This design comes from an exercise in tuning for small area and a short achievable clock period on the open sky130 flow, not from production work.
Function was checked by simulation only, so behaviour that the tests miss may differ from the original.
Power is estimated from default activity; no workload was simulated.

==> design.v <==
module stream_fifo #(
  parameter int DATA_WIDTH = 32,
  parameter int DEPTH      = 64,
  parameter int FWFT       = 1,
  parameter int DROP_MODE  = 0,
  parameter int DROP_CNT_W = 16
) (
  input  logic                       clk,
  input  logic                       rst_n,
  input  logic                       flush,
  input  logic                       s_valid,
  input  logic [DATA_WIDTH-1:0]      s_data,
  output logic                       s_ready,
  output logic                       m_valid,
  output logic [DATA_WIDTH-1:0]      m_data,
  input  logic                       m_ready,
  input  logic [$clog2(DEPTH):0]     af_thresh,
  input  logic [$clog2(DEPTH):0]     ae_thresh,
  output logic                       almost_full,
  output logic                       almost_empty,
  output logic [$clog2(DEPTH):0]     count,
  output logic [$clog2(DEPTH):0]     max_count,
  output logic [DROP_CNT_W-1:0]      drop_cnt,
  output logic                       underflow,
  input  logic                       clr_status
);
  localparam int AW = $clog2(DEPTH);
  localparam int CW = AW + 1;
  logic [DATA_WIDTH-1:0] mem [DEPTH];
  logic [CW-1:0] wr_ptr, rd_ptr, mem_cnt;
  logic full, wr_en, rd_en, drop, uf_ev;
  assign mem_cnt      = wr_ptr - rd_ptr;
  assign count        = mem_cnt + CW'(FWFT != 0 && m_valid);
  assign full         = count == CW'(DEPTH);
  assign s_ready      = rst_n && (DROP_MODE != 0 || !full);
  assign wr_en        = s_valid && s_ready && !flush && !full;
  assign drop         = DROP_MODE != 0 && s_valid && s_ready && !flush && full;
  assign rd_en        = !flush && mem_cnt != '0 && (FWFT != 0 ? (!m_valid || m_ready) : m_ready);
  assign uf_ev        = FWFT == 0 && m_ready && count == '0 && !flush;
  assign almost_full  = count >= af_thresh;
  assign almost_empty = count <= ae_thresh;
  always_ff @(posedge clk)
    if (wr_en) mem[wr_ptr[AW-1:0]] <= s_data;
  always_ff @(posedge clk) begin
    if (!rst_n) begin
      wr_ptr    <= '0;
      rd_ptr    <= '0;
      m_valid   <= 1'b0;
      m_data    <= '0;
      max_count <= '0;
      drop_cnt  <= '0;
      underflow <= 1'b0;
    end else begin
      wr_ptr    <= wr_ptr + CW'(wr_en);
      rd_ptr    <= flush ? wr_ptr : rd_ptr + CW'(rd_en);
      m_valid   <= !flush && (rd_en || (FWFT != 0 && m_valid && !m_ready));
      if (rd_en) m_data <= mem[rd_ptr[AW-1:0]];
      max_count <= (clr_status || count > max_count) ? count : max_count;
      drop_cnt  <= clr_status ? DROP_CNT_W'(drop) :
                   (drop && drop_cnt != '1) ? drop_cnt + DROP_CNT_W'(1) : drop_cnt;
      underflow <= uf_ev || (underflow && !clr_status);
    end
  end
endmodule
==> run.sh <==
#!/bin/bash
# synth_recipe.tcl (not shown) runs the flow's synth.tcl, then flattens the netlist and writes it again
# the make line also repeats each setting of config.mk as NAME=value (left out here)
make -C /OpenROAD-flow-scripts/flow DESIGN_CONFIG=/design/flow/config.mk WORK_HOME=/design/flow/orfs CLKGATE_MAP_FILE= SYNTH_SCRIPT=/design/flow/synth_recipe.tcl finish
==> config.mk <==
export PLATFORM = sky130hd
export DESIGN_NAME = stream_fifo
export DESIGN_NICKNAME = stream_fifo
export VERILOG_FILES = /design/flow/design.v
export SDC_FILE = /design/flow/constraint.sdc
export NUM_CORES = 4
export LEC_CHECK = 0
export CAP_MARGIN = 20
export CORE_MARGIN = 2
export CORE_UTILIZATION = 40
export SLEW_MARGIN = 20
==> constraint.sdc <==
create_clock -name core_clock -period 5.5 [get_ports {clk}]
set_input_delay 1.1000 -clock core_clock [delete_from_list [all_inputs] [get_ports {clk}]]
set_output_delay 1.1000 -clock core_clock [all_outputs]
set_load 0.01 [all_outputs]
==> run_results.csv <==
group,metric,value,unit
hold_path,holdPathStages,2,
cells_and_area,syn_to_final_growth,14.9,%
logic_synthesis,yosysWarnings,1,
placement,dp.cells,6589,
cts,numCtsBuffers,205,
cells_and_area,drive_above_1_share,0.261,
hold_path,hp-class,"flip-flop to flip-flop",
global_routing,grt.total_usage,0.208,
global_routing,gr-total-overflow,0,
logic_synthesis,netlist_area,81500,um2
drt,wl_per_cell,31.0,um
drt,drt_iter0_drc,4786,
placement,dp_hpwl,125000,um
sta,period_needed,5.32,ns
cts,ctsHoldBuffers,0,
global_routing,grt_max_degree,132,
logic_synthesis,synth_top_family_by_area,"multiplexers",
sta,finClkSkew,0.0363,ns
floorplan,ios,119,
sta,timing.slew.headroom,0.262,
floorplan,die-area,207000,um2
cts,clk_pin_slew_worst_paths,0.06,ns
cts,clockBufferDepth,3,
cts,insertion_delay,0.84,ns
cells_and_area,nFillCells,16800,
logic_synthesis,synth_flop_cell,"edfxtp_1",
cells_and_area,stdcell_count,6973,
logic_synthesis,synth_edf_count,2048,
critical_path,cp_data_required_time,4.40,ns
cts,htreeDepth,4,
sta,min_period_over_period,0.967,
critical_path,r2r-start,"rd_ptr[0]",
critical_path,crit_type,"flip-flop to output pin",
placement,place_congestion,0.840,
logic_synthesis,synthMuxAreaShare,0.152,
power,p_per_area,361,nW/um2
critical_path,critPathCaptureType,"output pin",
cts,ctsRootBufferMaster,"clkbuf_16",
logic_synthesis,seq_area_frac_synth,0.769,
logic_synthesis,async_flop_share,0,
critical_path,worstPathArrival,4.22,ns
logic_synthesis,synth_xor_area_frac,0.00192,
critical_path,r2r_end,"m_data[3]",
logic_synthesis,synth_compound_area_frac,0.0372,
global_routing,grt_pass1_wl,305000,um
critical_path,start_kind,"flip-flop",
drt,ant_nets,0,
hold_path,holdPathEnd,"underflow",
floorplan,num_rows,165,
logic_synthesis,yosys.area_share.simple,0.0185,
critical_path,critPathMaxStageDelay,0.63,ns
power,p_leak,28.8,nW
drt,dr.pass1.iters,5,
cells_and_area,final_area,93600,um2
drt,num_vias,40200,
drt,drc,0,
sta,timing_hold_violations_final,0,
placement,portBuffers,102,
floorplan,core_area,202000,um2
sta,worst_pin_slew,1.11,ns
logic_synthesis,yosys.cell_types.count,59,
floorplan,start_util,0.403,
logic_synthesis,synthAdderAreaFrac,0.00532,
critical_path,reg2reg_depth,8,
critical_path,crit_top_cell,"inv_1",
outcome,outcome,"timing/DRC/antenna clean",
cts,cts.sinks,2103,
drt,post_drt_via_cell_ratio,5.77,
drt,totalWireLength,216000,um
placement,placed_area,87100,um2
sta,setup_violations,0,
power,finalPower,33.8,mW
hold_path,hp-start,"underflow",
logic_synthesis,postSynthAreaPerCell,21.2,um2
global_routing,grt_pass1_vias,40300,
global_routing,grt_antenna_before_repair,8,
critical_path,cp_slowest_cell,"clkdlybuf4s50_1",
floorplan,fp.dieH,455,um
power,vdd_drop_max,0.311,mV
cts,cts_tree,"built",
sta,clock.fmax,188,MHz
logic_synthesis,synth_seq_cells,2103,
floorplan,fp.dieW,455,um
flow_run,max_cap_viol_count,0,
logic_synthesis,netlist_instances,3842,
critical_path,crit_fanout,5,
sta,maxSlewViolCount,0,
critical_path,rrSetupSlack,1.06,ns
cells_and_area,nets,4212,
critical_path,path_cells,"inv_1, ha_1, inv_1, fa_1, xor2_2, nand3_1, nor3_4, mux2i_1, o21ai_4, a21oi_1, buf_4, clkdlybuf4s50_1",
==> critical path: cells and delay by family (launching register included) <==
family                     cells  cell delay (ns)
buffers and inverters          4             0.99
adders and majority gates      2             0.60
muxes                          1             0.31
AOI/OAI and AO/OA              2             0.27
DFF                            1             0.34
xor gates and xnor gates       1             0.31
and+or+nand+nor                2             0.57
==> stage by stage <==
| step | hold WS (ns) | worst slack [ns] | util | setup TNS, ns |
|---|---|---|---|---|
| final | 0.453 | 0.180 | 0.463 | 0 |
| after floorplan | 0.464 | -0.522 | - | -224.19 |
| after global placement | 0.435 | 0.479 | 0.431 | 0 |
| after detailed placement | 0.439 | 0.501 | 0.431 | 0 |
| after global routing | 0.457 | -0.0531 | 0.463 | -0.0581 |
| after CTS | 0.449 | 0.00872 | 0.462 | 0 |
==> report_power, final <==
group / leakage (nW) / switching (mW) / internal [mW]
logic: 6.84 / 1.56 / 1.01
registers: 18.9 / 0.0787 / 17.6
clock network: 3.11 / 5.93 / 7.57
==> cells by family after synthesis <==
family | Yosys count
and+or+nand+nor | 347
other | 1
muxes | 629
xor gates and xnor gates | 17
AOI/OAI and AO/OA | 440
DFF | 2103
buffers and inverters | 271
adders and majority gates | 34
==> cell usage after synthesis, drive strengths merged, types with 2 or more instances <==
| master | number | area share |
|---|---|---|
| a221o | 2 | 0.00025 |
| a311oi | 2 | 0.00043 |
| o22ai | 31 | 0.0024 |
| mux2i | 115 | 0.014 |
| clkbuf | 103 | 0.0047 |
| inv | 32 | 0.0015 |
| and2 | 2 | 0.00015 |
| a211oi | 87 | 0.0085 |
| o21ai | 51 | 0.0032 |
| a21oi | 97 | 0.0060 |
| nand4 | 2 | 0.00015 |
| nor2 | 54 | 0.0025 |
| o2111ai | 10 | 0.0011 |
| mux2 | 33 | 0.0046 |
| buf | 136 | 0.010 |
| ha | 33 | 0.0051 |
| a31oi | 38 | 0.0029 |
| o221ai | 31 | 0.0033 |
| and3 | 12 | 0.00092 |
| mux4 | 481 | 0.13 |
| dfxtp | 55 | 0.014 |
| a2111oi | 6 | 0.00072 |
| or3b | 3 | 0.00032 |
| nor2b | 6 | 0.00046 |
| a22o | 7 | 0.00075 |
| o32ai | 8 | 0.00086 |
| a221oi | 19 | 0.0020 |
| nand2b | 4 | 0.00031 |
| or3 | 4 | 0.00031 |
| nand3b | 3 | 0.00028 |
| a21o | 6 | 0.00055 |
| xor2 | 8 | 0.00086 |
| nand2 | 190 | 0.0088 |
| nor3 | 8 | 0.00055 |
| xnor2 | 9 | 0.0011 |
| a22oi | 40 | 0.0037 |
| edfxtp | 2048 | 0.76 |
| nand3 | 58 | 0.0036 |
==> routing by layer <==
layer / routed length (um) / track usage
met1: 88600 / 0.289
met2: 102000 / 0.325
met3: 18200 / 0.0477
met4: 7640 / 0.0732
met5: 27 / 0
==> worst max path at each step <==
stage	from	end	depth (start not counted)
final	wr_ptr[0]	s_ready	12
after global routing	wr_ptr[0]	s_ready	12
after CTS	wr_ptr[0]	almost_empty	15
after detailed placement	wr_ptr[0]	almost_empty	15
after global placement	wr_ptr[0]	almost_empty	15
after floorplan	rd_ptr[3]	mem[46][0]	14
==> cell type report <==
cell class	instances	area [um2]	area share
timing repair buffer	301	2670	0.0285
clock buffer	282	5590	0.0598
antenna	5	12.5	0.000134
clock inverter	95	797	0.00851
tap	2672	3340	0.0357
inverter	32	126	0.00135
multi-input combinational	1483	18500	0.197
sequential	2103	62600	0.669
==> what timing repair did <==
action | in CTS | in global routing
gates resized for setup | 5 | 6
buffers inserted | 2 | 0
endpoints found under the setup margin | 1 | 3
pin swaps | 3 | 3
==> state kept, by name (all words and copies together) (netlist names) <==
register / count
underflow: 1
m_valid: 1
max_count: 7
mem: 2048
m_data: 32
wr_ptr: 7
rd_ptr: 7
==> placed cells by master, fill, tap and decap left out, drive strengths merged, types with 8 or more instances in the layout <==
cell type / synthesis / layout
ha: 33 / 33
clkdlybuf4s50: 0 / 68
a211oi: 87 / 87
dfxtp: 55 / 55
o32ai: 8 / 8
o221ai: 31 / 31
inv: 32 / 38
o22ai: 31 / 31
xnor2: 9 / 9
clkinv: 0 / 76
xor2: 8 / 8
clkbuf: 103 / 282
edfxtp: 2048 / 2048
o21ai: 51 / 51
a21oi: 97 / 97
nand3: 58 / 58
and3: 12 / 12
a221oi: 19 / 19
o2111ai: 10 / 10
buf: 136 / 232
mux2i: 115 / 115
mux2: 33 / 33
a31oi: 38 / 38
nor3: 8 / 8
conb: 1 / 16
bufinv: 0 / 10
a22oi: 40 / 40
nand2: 190 / 190
mux4: 481 / 481
nor2: 54 / 54

-- afterwards: timing with drivers on the ports --
The flow's constraints put no driver on any port. The routed layout listed below was extracted and timed again, unchanged, in two steps.
Step 1: set_driving_cell puts a clkbuf_16 on clk and a buf_2 on each other input, an assumption about the parent block.
Step 2 times the ports against the registers' clock, not the clock port: input delays grow and output delays shrink by t, the midpoint of the rising clock arrivals with the driver on.
a / b / c = no drivers / after step 1 / after step 2; a / b = the first two.
t (ns): 0.907
setup slack, ns: 0.180 / 0.095 / 1.001
worst setup path at the end: register to output
worst register clock-pin slew, ns: 0.07 / 0.07
After both steps this run still meets setup and hold. The setup slack of this run moves by -0.085 ns with the drivers and by +0.821 ns with both steps.
